Context: an optimization exercise on an open-source flow, tuned for small area. The choices shown serve that exercise and are no tape-out recipe.
Only simulation tests tie the RTL to the original design; equivalence was not proved.
No activity file was given, so power comes from the tool's default toggle rates.

==> design/flow/design.v <==
`timescale 1ns/1ps
package shell_pkg;
    localparam int WORD_W  = 32;
    localparam int DIGIT_W = 4;
    localparam int DIGITS  = 8;
    localparam int SEG_W   = 7;
    localparam int VIEW_W  = 5;
    localparam int BTN_W   = 3;
    localparam int CNT_W = 32;
    localparam int unsigned DEBOUNCE_DEFAULT = 2_500;
    localparam int unsigned SCAN_DEFAULT     = 25;
    localparam int unsigned SLOW_DEFAULT     = 12_500;
    localparam int unsigned FAST_DEFAULT     = 50;
    localparam logic [WORD_W-1:0] FALLBACK_WORD = 32'hABBA_BABA;
    localparam logic [16*SEG_W-1:0] seg_table = {
        7'b0001110, 7'b0000110, 7'b0100001, 7'b1000110,
        7'b0000011, 7'b0001000, 7'b0011000, 7'b0000000,
        7'b1111000, 7'b0000010, 7'b0010010, 7'b0011001,
        7'b0110000, 7'b0100100, 7'b1111001, 7'b1000000
    };
    typedef struct packed {
        logic [WORD_W-1:0] pc_wb;
        logic [WORD_W-1:0] array_view;
        logic [WORD_W-1:0] ra;
        logic [WORD_W-1:0] s8;
        logic [WORD_W-1:0] sp;
    } cpu_status_t;
    typedef union packed {
        logic [WORD_W-1:0]              value;
        logic [DIGITS-1:0][DIGIT_W-1:0] digits;
    } display_word_t;
    typedef struct packed {
        logic stall;
        logic step;
        logic turbo;
    } buttons_t;
endpackage
`timescale 1ns/1ps
module input_conditioner (
    input  logic              clk,
    input  logic              nrst,
    input  shell_pkg::buttons_t          buttons,
    input  logic [shell_pkg::VIEW_W-1:0] view,
    output logic              sys_nrst,
    output shell_pkg::buttons_t          clean_buttons,
    output logic [shell_pkg::VIEW_W-1:0] clean_view
);
    localparam int N = shell_pkg::VIEW_W + shell_pkg::BTN_W;
    localparam logic [11:0] HIT_VAL  = 12'b100101101001;
    localparam logic [11:0] HIT_MASK = 12'b111101101111;
    logic         rst_meta;
    logic [N-1:0] raw;
    logic [N-1:0] sync_0;
    logic [N-1:0] sync_1;
    logic [N-1:0] clean;
    logic [11:0]  count [N];
    always_ff @(posedge clk, negedge nrst) begin
        if (!nrst) begin
            rst_meta <= 1'b0;
            sys_nrst <= 1'b0;
        end else begin
            rst_meta <= 1'b1;
            sys_nrst <= rst_meta;
        end
    end
    assign raw = {view, buttons};
    always_ff @(posedge clk) begin
        if (!sys_nrst) begin
            sync_0 <= '0;
            sync_1 <= '0;
        end else begin
            sync_0 <= raw;
            sync_1 <= sync_0;
        end
    end
    for (genvar i = 0; i < N; i++) begin : g_bit
        always_ff @(posedge clk) begin
            if (!sys_nrst) begin
                count[i] <= 12'd1;
            end else if (sync_0[i] != sync_1[i]) begin
                count[i] <= '0;
            end else begin
                count[i] <= {count[i][10:0], ~(count[i][11] ^ count[i][0])};
            end
        end
        always_ff @(posedge clk) begin
            if (!sys_nrst) begin
                clean[i] <= 1'b0;
            end else if ((count[i] & HIT_MASK) == HIT_VAL) begin
                clean[i] <= sync_1[i];
            end
        end
    end
    assign {clean_view, clean_buttons} = clean;
endmodule
`timescale 1ns/1ps
module run_control (
    input  logic     clk,
    input  logic     nrst,
    input  shell_pkg::buttons_t clean_buttons,
    input  logic     step_ready,
    output logic     step_valid
);
    localparam logic [13:0] FAST_VAL  = 14'b11001010101011;   
    localparam logic [13:0] FAST_MASK = 14'b10100000000100;
    localparam logic [13:0] SLOW_VAL  = 14'b01100011111000;   
    localparam logic [13:0] SLOW_MASK = 14'b00111111111111;
    logic [13:0] rate_count;
    logic        turbo_prev;
    logic        turbo_changed;
    logic        step_prev;
    logic        at_last;
    logic        tick;
    logic        step_edge;
    logic        request;
    assign at_last = clean_buttons.turbo ? ((rate_count & FAST_MASK) == (FAST_VAL & FAST_MASK))
                                         : ((rate_count & SLOW_MASK) == (SLOW_VAL & SLOW_MASK));
    assign turbo_changed = clean_buttons.turbo != turbo_prev;
    assign tick          = !turbo_changed && at_last;
    assign step_edge     = clean_buttons.step && !step_prev;
    assign request       = clean_buttons.stall ? step_edge : tick;
    always_ff @(posedge clk) begin
        if (!nrst) begin
            rate_count <= '0;
            turbo_prev <= 1'b0;
            step_prev  <= 1'b0;
        end else begin
            turbo_prev <= clean_buttons.turbo;
            step_prev  <= clean_buttons.step;
            if (turbo_changed || at_last) begin
                rate_count <= '0;
            end else begin
                rate_count <= {rate_count[12:0],
                               ~(rate_count[13] ^ rate_count[11] ^ rate_count[0])};
            end
        end
    end
    always_ff @(posedge clk, negedge nrst) begin
        if (!nrst) begin
            step_valid <= 1'b0;
        end else if (step_valid && step_ready) begin
            step_valid <= 1'b0;
        end else if (request) begin
            step_valid <= 1'b1;
        end
    end
endmodule
`timescale 1ns/1ps
module view_select (
    input  logic              clk,
    input  logic              nrst,
    input  logic [shell_pkg::VIEW_W-1:0] clean_view,
    input  shell_pkg::cpu_status_t       status,
    output shell_pkg::display_word_t     shown
);
    logic [4:0] sel;
    always_ff @(posedge clk, negedge nrst) begin
        if (!nrst) begin
            sel <= '0;
        end else begin
            for (int k = 0; k < 5; k++) begin
                sel[k] <= clean_view == (5'd1 << k);
            end
        end
    end
    assign shown.value = ({32{sel[4]}} & status.pc_wb)
                       | ({32{sel[3]}} & status.array_view)
                       | ({32{sel[2]}} & status.ra)
                       | ({32{sel[1]}} & status.s8)
                       | ({32{sel[0]}} & status.sp)
                       | ({32{sel == 5'd0}} & shell_pkg::FALLBACK_WORD);
endmodule
`timescale 1ns/1ps
module display_scan (
    input  logic              clk,
    input  logic              nrst,
    input  shell_pkg::display_word_t     shown,
    output logic [shell_pkg::DIGITS-1:0] an,
    output logic [shell_pkg::SEG_W-1:0]  seg
);
    logic [4:0] scan_count;
    logic [2:0] digit_idx;
    logic       wrap;
    assign wrap = scan_count[4] & ~scan_count[3] & ~scan_count[1] & ~scan_count[0];   
    always_ff @(posedge clk) begin
        if (!nrst || wrap) begin
            scan_count <= '0;
        end else begin
            scan_count <= {scan_count[3:0], ~(scan_count[4] ^ scan_count[2])};
        end
    end
    always_ff @(posedge clk, negedge nrst) begin
        if (!nrst) begin
            digit_idx <= '0;
        end else if (wrap) begin
            digit_idx <= digit_idx + 1'b1;
        end
    end
    assign an = ~(8'd1 << digit_idx);
    assign seg = shell_pkg::seg_table[shown.digits[digit_idx]*shell_pkg::SEG_W +: shell_pkg::SEG_W];
endmodule
`timescale 1ns/1ps
module board_shell #(
    parameter int unsigned DEBOUNCE_CYCLES = shell_pkg::DEBOUNCE_DEFAULT,
    parameter int unsigned SCAN_CYCLES     = shell_pkg::SCAN_DEFAULT,
    parameter int unsigned SLOW_CYCLES     = shell_pkg::SLOW_DEFAULT,
    parameter int unsigned FAST_CYCLES     = shell_pkg::FAST_DEFAULT
) (
    input  logic              clk,
    input  logic              nrst,
    input  shell_pkg::buttons_t          buttons,
    input  logic [shell_pkg::VIEW_W-1:0] view,
    input  shell_pkg::cpu_status_t       status,
    input  logic              step_ready,
    output logic [shell_pkg::DIGITS-1:0] an,
    output logic [shell_pkg::SEG_W-1:0]  seg,
    output logic              step_valid,
    output logic              core_nrst
);
    shell_pkg::buttons_t          clean_buttons;
    logic [shell_pkg::VIEW_W-1:0] clean_view;
    shell_pkg::display_word_t     shown;
    input_conditioner i_input_conditioner (
        .clk          (clk),
        .nrst         (nrst),
        .buttons      (buttons),
        .view         (view),
        .sys_nrst     (core_nrst),
        .clean_buttons(clean_buttons),
        .clean_view   (clean_view)
    );
    run_control i_run_control (
        .clk          (clk),
        .nrst         (core_nrst),
        .clean_buttons(clean_buttons),
        .step_ready   (step_ready),
        .step_valid   (step_valid)
    );
    view_select i_view_select (
        .clk       (clk),
        .nrst      (core_nrst),
        .clean_view(clean_view),
        .status    (status),
        .shown     (shown)
    );
    display_scan i_display_scan (
        .clk  (clk),
        .nrst (core_nrst),
        .shown(shown),
        .an   (an),
        .seg  (seg)
    );
endmodule
==> design/flow/run.sh <==
#!/bin/bash
# synth_recipe.tcl (not shown) runs the flow's synth.tcl, then flattens the netlist and writes it again
# the make line also repeats each setting of config.mk as NAME=value (left out here)
make -C /OpenROAD-flow-scripts/flow DESIGN_CONFIG=/design/flow/config.mk WORK_HOME=/design/flow/orfs CLKGATE_MAP_FILE= SYNTH_SCRIPT=/design/flow/synth_recipe.tcl finish
==> design/flow/config.mk <==
export PLATFORM = sky130hd
export DESIGN_NAME = board_shell
export DESIGN_NICKNAME = board_shell
export VERILOG_FILES = /design/flow/design.v
export SDC_FILE = /design/flow/constraint.sdc
export NUM_CORES = 4
export LEC_CHECK = 0
export CAP_MARGIN = 20
export CORE_MARGIN = 2
export CORE_UTILIZATION = 40
export SLEW_MARGIN = 20
==> design/flow/constraint.sdc <==
create_clock -name core_clock -period 10.0 [get_ports {clk}]
set_input_delay 2.0000 -clock core_clock [delete_from_list [all_inputs] [get_ports {clk}]]
set_output_delay 2.0000 -clock core_clock [all_outputs]
set_load 0.01 [all_outputs]
==> results.py <==
metrics = {
    "status": {
        "status": "complete, no violations",
    },
    "cells_and_area": {
        "area.growth.synth_to_final_pct": 39.9,
        "layout-drive-gt1-share_pct": 6.91,
        "seq_area_mm2": 0.00310,
        "layout_common_cells": "clkdlybuf4s50_1, dfxtp_1, and3_1",
        "finalNetCount": 976,
        "final_common_cell": "clkdlybuf4s50_1",
        "multi_input_area_mm2": 0.00288,
        "n_fill_cell": 1349,
        "final_cell_area_mm2": 0.00876,
    },
    "clock_network": {
        "clk_latency_ns": 0.41,
        "hold_buffers": 0,
        "postCtsSetupBuffers": 0,
        "path_clk_slew_ns": 0.06,
        "cts.htree.levels": 4,
        "cts_tree": "yes",
        "numCtsBuffers": 17,
        "clock-sinks": 152,
        "clock-root-buffer": "clkbuf_16",
        "ctsResizeCount": 0,
        "clockBufferDepth": 2,
    },
    "die": {
        "fp.dieArea_mm2": 0.0167,
        "die_h_um": 129,
        "io_pins": 188,
        "start_util_pct": 41.0,
        "num_rows": 45,
        "fp.dieW_um": 129,
        "fp.coreArea_mm2": 0.0153,
    },
    "power_and_ir_drop": {
        "swShare_pct": 27.9,
        "switchingPower_uw": 432,
        "leakage_uw": 0.00360,
        "combPwrFrac_pct": 21.0,
        "power.density_mw_per_mm2": 177,
        "peakVddDrop_v": 0.000128,
        "p_seq_share_pct": 41.2,
        "p_int_uw": 1120,
        "clockPowerShare_pct": 37.7,
    },
    "synth": {
        "syn_avg_cell_area_um2": 9.86,
        "synth_largest_area_cell": "dfxtp_1",
        "ys_top_cells_by_area": "dfxtp_1, and3_1, a22oi_1",
        "synth_cell_types": 58,
        "yosys_most_used_dff": "dfxtp_1",
        "synth_seq_cells": 152,
        "synth-async-reset-ratio_pct": 7.24,
        "yosysSeqAreaShare_pct": 49.5,
        "netlist.area_leader.share_pct": 45.1,
        "yosys_warnings": 5,
        "syn_area_mm2": 0.00626,
        "synth_cells": 635,
        "syn_nets": 814,
        "synth-edff-count": 0,
    },
    "placed_design": {
        "place_area_mm2": 0.00820,
        "port_buffers": 187,
        "hpwl_um": 12800,
        "place_congestion": 0.836,
    },
    "setup_path": {
        "cp-end-kind": "output port",
        "arrival_ns": 4.70,
        "required_ns": 8.00,
        "path_max_fanout": 5,
        "critPathKind": "input pin to output port",
        "critPathLaunchType": "input pin",
    },
    "routing": {
        "drt_iter0_markers": 359,
        "num_vias": 5381,
        "ant_nets": 0,
        "drc": 0,
        "wl_per_cell_um": 17.6,
        "wl_um": 18000,
        "via_per_inst": 5.25,
        "dr.pass1.iters": 5,
    },
    "min_path": {
        "holdCritPathClass": "flip-flop to flip-flop",
    },
    "job": {
        "max-cap-violations": 0,
    },
    "global_routing": {
        "grt_max_degree": 139,
        "first_global_vias": 5162,
        "grt_overflow": 0,
        "grt_pass1_wl_um": 27500,
        "grt_use_total_pct": 21.1,
        "antenna_found_initial": 2,
    },
    "sta": {
        "worstMarginPinSlew_ns": 1.11,
        "relSlewSlack_pct": 26.3,
        "final.period_utilization_pct": 67.0,
        "drv_slew": 0,
        "grt_setup_unrepaired": "false",
        "period_needed_ns": 6.70,
        "final.setup_skew_ns": 0.00798,
        "hold_viol_final": 0,
        "setup_viol": 0,
        "fmax_mhz": 149,
        "tns_ns": 0,
    },
}
## registers in the layout, summed over array words and instances (netlist names)
register                      flops
i_input_conditioner.count        96
i_run_control.rate_count         14
i_input_conditioner.clean         8
i_input_conditioner.sync_0        8
i_input_conditioner.sync_1        8
i_display_scan.scan_count         5
i_view_select.sel                 5
i_display_scan.digit_idx          3
i_input_conditioner.rst_meta      1
i_input_conditioner.sys_nrst      1
i_run_control.step_prev           1
i_run_control.step_valid          1
i_run_control.turbo_prev          1
## cell families after synthesis
kind of cell,after synthesis,share of synthesized area (%)
compound gates,114,13.0
xor+xnor,22,3.08
fa+ha+maj,8,1.60
buf+inv,60,4.48
flops,152,49.5
mux,22,3.62
other cells,1,0.0599
simple gates,256,24.7
## worst max-delay path, cell delays in order
cell	delay (ns)
clkdlybuf4s50_1	0.40
a222oi_1	0.40
nand2_1	0.09
o21ai_1	0.17
a21oi_2	0.08
nor2_2	0.23
inv_1	0.11
ha_1	0.27
nor3_1	0.22
a31o_1	0.16
clkdlybuf4s50_1	0.57
## layer usage
layer | track usage, % | vias up | part of all wire, %
met5 | 0 | - | 0
met4 | 8.76 | 0 | 2.5
met3 | 5.66 | 34 | 6.1
met2 | 36.0 | 172 | 49
met1 | 25.2 | 2553 | 42
li1 | - | 2622 | -
## final timing paths
path	depth (start not counted)	to	from	slack, ns
max	11	seg[2]	status[148]	3.30
min	0	i_input_conditioner.sys_nrst	i_input_conditioner.rst_meta	0.36
max reg2reg	4	i_display_scan.digit_idx[1]	i_display_scan.digit_idx[1]	8.14
min reg2reg	0	i_input_conditioner.sys_nrst	i_input_conditioner.rst_meta	0.36
max in group asynchronous	1	i_input_conditioner.sys_nrst	nrst	8.10
min in group asynchronous	1	i_display_scan.digit_idx[2]	i_input_conditioner.sys_nrst	0.47
## final cells by class
cell class	count	share of cell area [%]
flip-flops and latches	152	35.4
multi-input cells	423	32.9
repair buffers	192	21.8
clock buffers	18	5.01
well taps	211	3.01
clock inverters	14	1.30
inverters	11	0.471
diodes	3	0.0857
## cells in the mapped netlist (3+ instances only)
| cell type | n |
|---|---|
| clkbuf_1 | 26 |
| inv_1 | 9 |
| a21oi_1 | 24 |
| nor3b_1 | 6 |
| dfxtp_1 | 141 |
| dfrtp_1 | 11 |
| and2_1 | 34 |
| xnor2_1 | 21 |
| nor3_1 | 6 |
| o21ai_1 | 5 |
| buf_6 | 3 |
| mux2_2 | 5 |
| nand3_1 | 17 |
| buf_2 | 16 |
| nor4bb_1 | 16 |
| nor2b_1 | 8 |
| buf_4 | 3 |
| nor4b_1 | 3 |
| nand4_1 | 13 |
| and3_1 | 89 |
| nor2_1 | 9 |
| nand2_1 | 41 |
| ha_1 | 8 |
| mux2i_1 | 17 |
| or3_1 | 3 |
| a22oi_1 | 59 |
| a41oi_1 | 3 |
## power groups by stage
stage,sequential [uW],combinational [uW],clock (uW)
finish,640,327,586
global route,642,353,629
CTS,640,327,599
detailed placement,653,326,0
global placement,653,320,0
floorplan,646,176,0
## metrics by stage
stage          power (uW)  std cells  util, %  worst slack (ns)  hold slack, ns
2_1_floorplan         822        635        -              4.50           0.168
3_3_place_gp          972        989     53.7              3.36           0.342
3_5_place_dp          978        989     53.7              3.32           0.338
4_1_cts              1570       1021     57.4              3.31           0.359
5_1_grt              1620       1023     57.4              3.11           0.366
6_report             1550       1024     57.4              3.30           0.356

-- afterwards: timing with drivers on the ports --
The flow's constraints put no driver on any port. The routed layout listed below was extracted and timed again, unchanged, in two steps.
Step 1: set_driving_cell puts a clkbuf_16 on clk and a buf_2 on each other input, an assumption about the parent block.
Step 2 times the ports against the registers' clock, not the clock port: input delays grow and output delays shrink by t, the midpoint of the rising clock arrivals with the driver on.
a / b / c = ideal ports / drivers / drivers and shift; a / b = the first two.
shift t [ns]: 0.445
setup WS [ns]: 3.303 / 3.278 / 3.278
worst data-port slew with drivers (ns): 0.11
After both steps setup and hold are still met in this run. For this run, drivers alone change the setup slack by -0.025 ns; drivers and shift together by -0.025 ns.
